What follows belongs to an exercise in optimizing a design on an open flow for small area and a short achievable clock period; a production flow would make more cautious choices.
Where RTL was checked, it was by simulation tests only, not by an equivalence proof against the original.
Power and IR drop assume default switching activity.

==> zinc: inputs <==
==> flow/design.v (excerpt) <==
module branch_predictor #(
  parameter int XLEN    = 32,
  parameter int ENTRIES = 64,
  parameter int TAG_W   = 10,
  parameter int GHR_W   = 6,
  parameter int STAT_W  = 16
) (
  input  logic              clk_i,
  input  logic              rst_i,
  input  logic [XLEN-1:0]   pc_f_i,
  output logic              pred_taken_o,
  output logic [XLEN-1:0]   pred_pc_o,
  output logic [GHR_W-1:0]  pred_ghr_o,
  input  logic              upd_valid_i,
  input  logic [XLEN-1:0]   upd_pc_i,
  input  logic              upd_is_branch_i,
  input  logic              upd_is_jump_i,
  input  logic              upd_taken_i,
  input  logic [XLEN-1:0]   upd_target_i,
  input  logic              upd_pred_taken_i,
  input  logic [XLEN-1:0]   upd_pred_pc_i,
  input  logic [GHR_W-1:0]  upd_ghr_i,
  output logic              mispredict_o,
  output logic [XLEN-1:0]   correct_pc_o,
  output logic [STAT_W-1:0] stat_lookups_o,
  output logic [STAT_W-1:0] stat_mispred_o
);
==> flow/config.mk <==
export PLATFORM = sky130hd
export DESIGN_NAME = branch_predictor
export DESIGN_NICKNAME = branch_predictor
export VERILOG_FILES = /design/flow/design.v
export SDC_FILE = /design/flow/constraint.sdc
export NUM_CORES = 4
export LEC_CHECK = 0
export CAP_MARGIN = 20
export CORE_MARGIN = 2
export CORE_UTILIZATION = 40
export SETUP_SLACK_MARGIN = 0.5
export SLEW_MARGIN = 20
==> flow/constraint.sdc <==
create_clock -name core_clock -period 8.0 [get_ports {clk_i}]
set_input_delay 1.6000 -clock core_clock [delete_from_list [all_inputs] [get_ports {clk_i}]]
set_output_delay 1.6000 -clock core_clock [all_outputs]
set_load 0.01 [all_outputs]
run.sh (not shown) runs the stock make flow with config.mk's settings and CLKGATE_MAP_FILE= SYNTH_SCRIPT=/design/flow/synth_recipe.tcl, a recipe that flattens the netlist after the stock synthesis.
==> lagoon (differences from zinc) <==
==> flow/design.v (replaced) <==
module branch_predictor #(
  parameter int XLEN    = 32,
  parameter int ENTRIES = 64,
  parameter int TAG_W   = 10,
  parameter int GHR_W   = 6,
  parameter int STAT_W  = 16
) (
  input  logic              clk_i,
  input  logic              rst_i,
  input  logic [XLEN-1:0]   pc_f_i,
  output logic              pred_taken_o,
  output logic [XLEN-1:0]   pred_pc_o,
  output logic [GHR_W-1:0]  pred_ghr_o,
  input  logic              upd_valid_i,
  input  logic [XLEN-1:0]   upd_pc_i,
  input  logic              upd_is_branch_i,
  input  logic              upd_is_jump_i,
  input  logic              upd_taken_i,
  input  logic [XLEN-1:0]   upd_target_i,
  input  logic              upd_pred_taken_i,
  input  logic [XLEN-1:0]   upd_pred_pc_i,
  input  logic [GHR_W-1:0]  upd_ghr_i,
  output logic              mispredict_o,
  output logic [XLEN-1:0]   correct_pc_o,
  output logic [STAT_W-1:0] stat_lookups_o,
  output logic [STAT_W-1:0] stat_mispred_o
);
  localparam int IDX_W = $clog2(ENTRIES);
  logic [ENTRIES-1:0] valid_q;
  logic [TAG_W-1:0]   tag_q    [ENTRIES];
  logic [XLEN-1:0]    target_q [ENTRIES];
  logic               jump_q   [ENTRIES];
  logic [1:0]         pht_q    [ENTRIES];
  logic [STAT_W-1:0]  lookups_q;
  logic [STAT_W-1:0]  mispred_q;
  logic [IDX_W-1:0] f_idx, f_pidx, u_idx, u_pidx;
  logic [TAG_W-1:0] f_tag, u_tag;
  logic             f_hit, u_hit, u_ctrl, u_cnt;
  assign f_idx  = pc_f_i[IDX_W+1:2];
  assign f_tag  = pc_f_i[IDX_W+TAG_W+1:IDX_W+2];
  assign u_idx  = upd_pc_i[IDX_W+1:2];
  assign u_tag  = upd_pc_i[IDX_W+TAG_W+1:IDX_W+2];
  assign u_ctrl = upd_is_branch_i | upd_is_jump_i;
  assign u_cnt  = upd_is_branch_i & ~upd_is_jump_i;
  logic [GHR_W-1:0] ghr_q;
  logic [GHR_W:0]   ghr_shift;
  logic             unused_ok;
  assign ghr_shift  = {ghr_q, upd_taken_i};
  assign f_pidx     = f_idx ^ IDX_W'(ghr_q);
  assign u_pidx     = u_idx ^ IDX_W'(upd_ghr_i);
  assign pred_ghr_o = ghr_q;
  assign unused_ok  = ^{pc_f_i, upd_pc_i, ghr_shift[GHR_W]};
  always_ff @(posedge clk_i or posedge rst_i) begin
    if (rst_i) begin
      ghr_q <= '0;
    end else if (upd_valid_i && upd_is_branch_i) begin
      ghr_q <= ghr_shift[GHR_W-1:0];
    end
  end
  logic [ENTRIES-1:0] f_match;
  always_comb begin
    for (int e = 0; e < ENTRIES; e++)
      f_match[e] = valid_q[e] && (tag_q[e] == f_tag);
  end
  assign f_hit        = f_match[f_idx];
  assign u_hit        = valid_q[u_idx] && (tag_q[u_idx] == u_tag);
  assign pred_taken_o = f_hit && (jump_q[f_idx] || pht_q[f_pidx][1]);
  assign pred_pc_o    = pred_taken_o ? target_q[f_idx] : pc_f_i + XLEN'(4);
  assign mispredict_o = upd_valid_i &&
                        ((upd_taken_i != upd_pred_taken_i) ||
                         (upd_taken_i && (upd_target_i != upd_pred_pc_i)));
  assign correct_pc_o = !upd_valid_i ? '0 :
                        (upd_taken_i ? upd_target_i : upd_pc_i + XLEN'(4));
  function automatic logic [1:0] sat2(input logic [1:0] c, input logic up);
    if (up) sat2 = (c == 2'd3) ? 2'd3 : c + 2'd1;
    else    sat2 = (c == 2'd0) ? 2'd0 : c - 2'd1;
  endfunction
  always_ff @(posedge clk_i or posedge rst_i) begin
    if (rst_i) begin
      valid_q <= '0;
      for (int i = 0; i < ENTRIES; i++) pht_q[i] <= 2'b01;
    end else if (upd_valid_i && u_ctrl) begin
      if (u_hit) begin
        if (u_cnt) pht_q[u_pidx] <= sat2(pht_q[u_pidx], upd_taken_i);
      end else if (upd_taken_i) begin
        valid_q[u_idx] <= 1'b1;
        if (u_cnt) pht_q[u_pidx] <= 2'b10;
      end
    end
  end
  always_ff @(posedge clk_i) begin
    if (!rst_i && upd_valid_i && u_ctrl && upd_taken_i) begin
      tag_q[u_idx]    <= u_tag;
      target_q[u_idx] <= upd_target_i;
      jump_q[u_idx]   <= upd_is_jump_i;
    end
  end
  always_ff @(posedge clk_i or posedge rst_i) begin
    if (rst_i) begin
      lookups_q <= '0;
      mispred_q <= '0;
    end else begin
      if (upd_valid_i && (lookups_q != '1))  lookups_q <= lookups_q + STAT_W'(1);
      if (mispredict_o && (mispred_q != '1)) mispred_q <= mispred_q + STAT_W'(1);
    end
  end
  assign stat_lookups_o = lookups_q;
  assign stat_mispred_o = mispred_q;
endmodule
==> flow/config.mk (replaced) <==
export PLATFORM = sky130hd
export DESIGN_NAME = branch_predictor
export DESIGN_NICKNAME = branch_predictor
export VERILOG_FILES = /design/flow/design.v
export SDC_FILE = /design/flow/constraint.sdc
export NUM_CORES = 4
export LEC_CHECK = 0
export ABC_AREA = 1
export CAP_MARGIN = 20
export CORE_MARGIN = 2
export CORE_UTILIZATION = 50
export CTS_BUF_LIST = sky130_fd_sc_hd__clkbuf_16
export CTS_CLUSTER_DIAMETER = 100
export CTS_CLUSTER_SIZE = 20
export PLACE_DENSITY = 0.75
export SETUP_SLACK_MARGIN = 3.0
export SLEW_MARGIN = 20
export TNS_END_PERCENT = 5
==> comparison table <==
Logic depth of the worst setup path including buffers: zinc 13; lagoon 12
Clock network fraction of total power: zinc 43.0%; lagoon 30.4%
Number of logic inverters in the finished layout: zinc 38; lagoon 438
Worst-path fanout max: zinc 5; lagoon 43
Clock network power consumption: zinc 15.0 mW; lagoon 9.15 mW
Worst slew margin relative to its limit: zinc 12.0%; lagoon 10.8%
Resized cells post-CTS: zinc 166; lagoon 680
Fraction of standard cell area that is sequential: zinc 60.7%; lagoon 58.8%
Setup WS pre-CTS: zinc -0.712 ns; lagoon 0.701 ns
Number of tap cells inserted: zinc 3939; lagoon 3515
Number of non-clock buffers: zinc 1189; lagoon 821
Average footprint of a synthesized cell: zinc 15.0 µm²; lagoon 10.9 µm²
Detailed-router iteration count before antenna repair: zinc 8; lagoon 9
Proportion of synthesized chip area in sequential cells: zinc 74.3%; lagoon 67.2%
Run status: zinc no timing/DRC/antenna violations; lagoon no timing/DRC/antenna violations
Total die area: zinc 302000 µm²; lagoon 268000 µm²
Transition at the pin with the smallest max-transition slack: zinc 1.31 ns; lagoon 1.32 ns
Instance area at placement: zinc 134000 µm²; lagoon 139000 µm²
Cell Pwr Density: zinc 239 nW/µm²; lagoon 200 nW/µm²
No functional check of the RTL was part of zinc.

static timing again, ports no longer ideal:
No port has a modelled driver above. Below, the same layouts with a new extraction and two added sets of constraints.
Step 1 sets driving cells, clkbuf_16 on the clock port and buf_2 on the other inputs (assumed; they add their load-dependent delay and slew).
Step 2, shift: input delay + t, output delay - t, t = (earliest + latest rising clock arrival at the registers) / 2. This alone moves slack from input paths to output paths.
Slacks: ideal ports / drivers / drivers and shift; pairs: ideal ports / drivers.
run	t, ns	setup slack, ns	worst hold slack (ns)	cell pins on the clock port's net
zinc	1.033	0.498 / 0.468 / 0.121	0.459 / 0.459 / 0.459	1
lagoon	0.980	2.023 / 1.897 / 1.448	0.471 / 0.471 / 0.471	1
After both steps setup and hold are still met in every run listed. For lagoon, which loses most, drivers alone change the setup slack by -0.126 ns; drivers and shift together by -0.575 ns.
